This design comes from an exercise in tuning for small area, a short achievable clock period and few clock cycles per item on the open sky130 flow, not from production work.
The RTL was checked by simulation tests, not by an equivalence proof against the original design.
The flow treats the clock pin as an ideal source. Dropping or thinning the clock tree relies on that and would not hold on a real chip.
Power and IR drop assume default switching activity.

## lzss_top
module lzss_top (
    input  logic        clk,
    input  logic        reset,
    input  logic        in_valid,
    input  logic [7:0]  in_data,
    input  logic        in_last,
    output logic        in_ready,
    output logic        out_valid,
    input  logic        out_ready,
    output logic        out_is_match,
    output logic [7:0]  out_field,
    output logic [1:0]  out_len_code,
    output logic [11:0] enc_num,
    output logic        finish
);
==> flow/config.mk <==
export PLATFORM = sky130hd
export DESIGN_NAME = lzss_top
export DESIGN_NICKNAME = lzss_top
export VERILOG_FILES = /design/flow/design.v
export SDC_FILE = /design/flow/constraint.sdc
export NUM_CORES = 8
export LEC_CHECK = 0
export CAP_MARGIN = 40
export CORE_MARGIN = 2
export CORE_UTILIZATION = 40
export SETUP_SLACK_MARGIN = 4.4
export SLEW_MARGIN = 20
==> flow/constraint.sdc <==
create_clock -name core_clock -period 7.0 [get_ports {clk}]
set_input_delay 1.4000 -clock core_clock [delete_from_list [all_inputs] [get_ports {clk}]]
set_output_delay 1.4000 -clock core_clock [all_outputs]
set_load 0.01 [all_outputs]
standard.sh (not shown) runs the stock make flow with config.mk's settings and CLKGATE_MAP_FILE= SYNTH_SCRIPT=/design/flow/synth_recipe.tcl, a recipe that flattens the netlist after the stock synthesis.
==> flow/flow/run.sh <==
#!/bin/bash
# The standard layout, except in the cts step: flow/mycts.tcl, sourced there
# through ORFS's PRE_CTS_TCL hook, stands in for the clock_tree_synthesis
# command. It builds a three-level clock tree of clkbuf_16 over recursive
# bisection clusters of the flip-flops, and rebuilds the buffer tree of the
# history's advance enable the same way (flow/myfanout.tcl). Before that it
# moves each register that drives an output port next to the port's buffer
# (flow/pullout.tcl). The rest of the
# cts step (legalisation, timing repair) and all other steps are unchanged.
set -o pipefail
export PRE_CTS_TCL="$PWD/flow/mycts.tcl"
export MYCTS_LEAF=24
export MYCTS_MID=4
bash standard.sh finish > standard.log 2>&1
==> flow/flow/mycts.tcl <==
# Clock tree built here in place of TritonCTS: the sinks are split recursively
# (alternating on the longer side, by count) into leaf clusters of at most
# MYCTS_LEAF sinks; each leaf cluster gets a clkbuf_16 at its centroid, each
# group of leaves at split depth MYCTS_MID a middle clkbuf_16, and each of
# the 4 groups at split depth 2 a root clkbuf_16 driven by the clock port.
# The buffer tree of the history's advance enable is rebuilt the same way.
# Before that, each register driving an output port's buffer is moved next to
# the buffer (pullout.tcl); the cts step's legalisation then places it.

proc mycts_centroid {items} {
  set sx 0; set sy 0
  foreach it $items { set sx [expr {$sx + [lindex $it 1]}]; set sy [expr {$sy + [lindex $it 2]}] }
  set n [llength $items]
  return [list [expr {$sx / $n}] [expr {$sy / $n}]]
}

# items: {name x y ...}; k: leaves wanted; returns list of {path items}
proc mycts_split {items k path} {
  if {$k <= 1} { return [list [list $path $items]] }
  set xs {}; set ys {}
  foreach it $items { lappend xs [lindex $it 1]; lappend ys [lindex $it 2] }
  set xs [lsort -integer $xs]; set ys [lsort -integer $ys]
  set ax [expr {([lindex $xs end] - [lindex $xs 0]) >= ([lindex $ys end] - [lindex $ys 0]) ? 1 : 2}]
  set items [lsort -integer -index $ax $items]
  set k1 [expr {$k / 2}]
  set k2 [expr {$k - $k1}]
  set n [llength $items]
  set n1 [expr {int(round(double($n) * $k1 / $k))}]
  set a [lrange $items 0 [expr {$n1 - 1}]]
  set b [lrange $items $n1 end]
  return [concat [mycts_split $a $k1 ${path}0] [mycts_split $b $k2 ${path}1]]
}

proc mycts_build {} {
  set block [ord::get_db_block]
  set db [ord::get_db]
  set master [$db findMaster sky130_fd_sc_hd__clkbuf_16]
  set leafmax [expr {[info exists ::env(MYCTS_LEAF)] ? $::env(MYCTS_LEAF) : 24}]
  set middepth [expr {[info exists ::env(MYCTS_MID)] ? $::env(MYCTS_MID) : 4}]
  set src [lindex [get_property [lindex [all_clocks] 0] sources] 0]
  set clknet [[$block findBTerm [get_name $src]] getNet]
  set sinks {}
  foreach it [$clknet getITerms] {
    set inst [$it getInst]
    set bb [$inst getBBox]
    lappend sinks [list $it [expr {([$bb xMin] + [$bb xMax]) / 2}] [expr {([$bb yMin] + [$bb yMax]) / 2}]]
  }
  set n [llength $sinks]
  set k [expr {($n + $leafmax - 1) / $leafmax}]
  # whole groups below the root and middle levels
  set p 1
  while {$p < $k} { set p [expr {$p * 2}] }
  set leaves [mycts_split $sinks $k ""]
  puts "mycts: $n sinks, [llength $leaves] leaf clusters"
  set nb 0
  array set kids {}
  foreach leaf $leaves {
    lassign $leaf path items
    lassign [mycts_centroid $items] x y
    set b [odb::dbInst_create $block $master "clkbuf_leaf_$path"]
    $b setLocation $x $y
    $b setPlacementStatus PLACED
    set net [odb::dbNet_create $block "clknet_leaf_$path"]
    $net setSigType CLOCK
    [$b findITerm X] connect $net
    foreach it $items {
      set iterm [lindex $it 0]
      $iterm disconnect
      $iterm connect $net
    }
    incr nb
    set up [string range $path 0 [expr {$middepth - 1}]]
    lappend kids(m$up) [list $b $x $y]
  }
  foreach key [lsort [array names kids m*]] {
    set up [string range $key 1 end]
    lassign [mycts_centroid $kids($key)] x y
    set b [odb::dbInst_create $block $master "clkbuf_mid_$up"]
    $b setLocation $x $y
    $b setPlacementStatus PLACED
    set net [odb::dbNet_create $block "clknet_mid_$up"]
    $net setSigType CLOCK
    [$b findITerm X] connect $net
    foreach c $kids($key) { [[lindex $c 0] findITerm A] connect $net }
    incr nb
    lappend kids(r[string range $up 0 1]) [list $b $x $y]
  }
  foreach key [lsort [array names kids r*]] {
    set up [string range $key 1 end]
    lassign [mycts_centroid $kids($key)] x y
    set b [odb::dbInst_create $block $master "clkbuf_root_$up"]
    $b setLocation $x $y
    $b setPlacementStatus PLACED
    set net [odb::dbNet_create $block "clknet_root_$up"]
    $net setSigType CLOCK
    [$b findITerm X] connect $net
    foreach c $kids($key) { [[lindex $c 0] findITerm A] connect $net }
    [$b findITerm A] connect $clknet
    incr nb
  }
  $clknet setSigType CLOCK
  puts "mycts: inserted $nb clock buffers"
  set_propagated_clock [all_clocks]
}

if {[info commands clock_tree_synthesis] ne ""} {
  rename clock_tree_synthesis mycts_tritoncts
}
source [file join [file dirname [info script]] myfanout.tcl]
source [file join [file dirname [info script]] pullout.tcl]

proc clock_tree_synthesis {args} {
  # Registers that drive output ports sit next to their port buffers
  pull_out_regs
  mycts_build
  # The history's advance enable reaches every history and slot register
  set pin [lindex [get_pins -hierarchical {u_enc.u_history.hist*/DE}] 0]
  if {$pin ne ""} {
    set net [[ord::get_db_block] findNet [get_full_name [get_nets -of_objects $pin]]]
    mft_rebuild $net adv 24 8 4
  }
}
Other scripts of this flow, unchanged in this note and not shown: flow/flow/myfanout.tcl, flow/flow/pullout.tcl
Testbench counts at the start, summed over its fixed seeds: cycles 8,778, bytes 8,594.
Then changed:
--- a/flow/flow/run.sh
+++ b/flow/flow/run.sh
@@ -11,3 +11,3 @@
 export PRE_CTS_TCL="$PWD/flow/mycts.tcl"
-export MYCTS_LEAF=24
+export MYCTS_LEAF=20
 export MYCTS_MID=4
CORE_UTILIZATION = 50   (was 40)
Global-route usage rose by 5.3 points.
Synthesized area does not change.
Sequential power hardly moves.
Maximum frequency fell by 1.9%.
Synthesized cell count stays the same.
Wire length fell by 0.82%.
Clock skew stays flat.
Then changed:
CORE_UTILIZATION = 40   (was 50)
SETUP_SLACK_MARGIN = 4.5   (was 4.4)
What happened: The changed run completed without violations; synthesized cell count stays the same; combinational power climbs by 6.2%; die area climbs by 25%.
Then changed:
SETUP_SLACK_MARGIN = 4.45   (was 4.5)
The new run completed without violations.
Global-route usage decreases by 0.26 points.
Final area decreases by 0.73%.
Routed wire length hardly moves.
Cell count decreases by about 0.43%.
Clock power stays flat.
Sequential share of layout area increases by 0.46 points.
Worst hold slack barely changes.
Power decreases by about 0.8%.
In every run of this note, the design's own scripts or RTL, not TritonCTS, make the clock network.

-- separate check: timing with driven ports --
No port has a modelled driver above. Below, the same layouts with a new extraction and two added sets of constraints. Step 1 assumes that a clkbuf_16 drives the clock port and a buf_2 every other input. Step 2 also shifts input and output timing later by t, the mid clock arrival at the registers, as if the neighbouring blocks saw the same clock. Slacks: ideal / step 1 / step 2; pairs: ideal / step 1.
run	shift t [ns]	setup WS [ns]	clock arrival spread, ns	cell pins on the clock port's net
the first run	0.845	4.306 / 4.107 / 3.850	0.046 / 0.045	4
the second run	0.858	4.254 / 4.098 / 3.863	0.045 / 0.044	4
the third run	0.854	4.310 / 4.098 / 3.916	0.046 / 0.046	4
the fourth run	0.851	4.308 / 4.098 / 3.889	0.046 / 0.045	4
After both steps setup and hold are still met in every run listed. The setup slack of the first run, which loses most, moves by -0.199 ns with the drivers and by -0.456 ns with both steps.
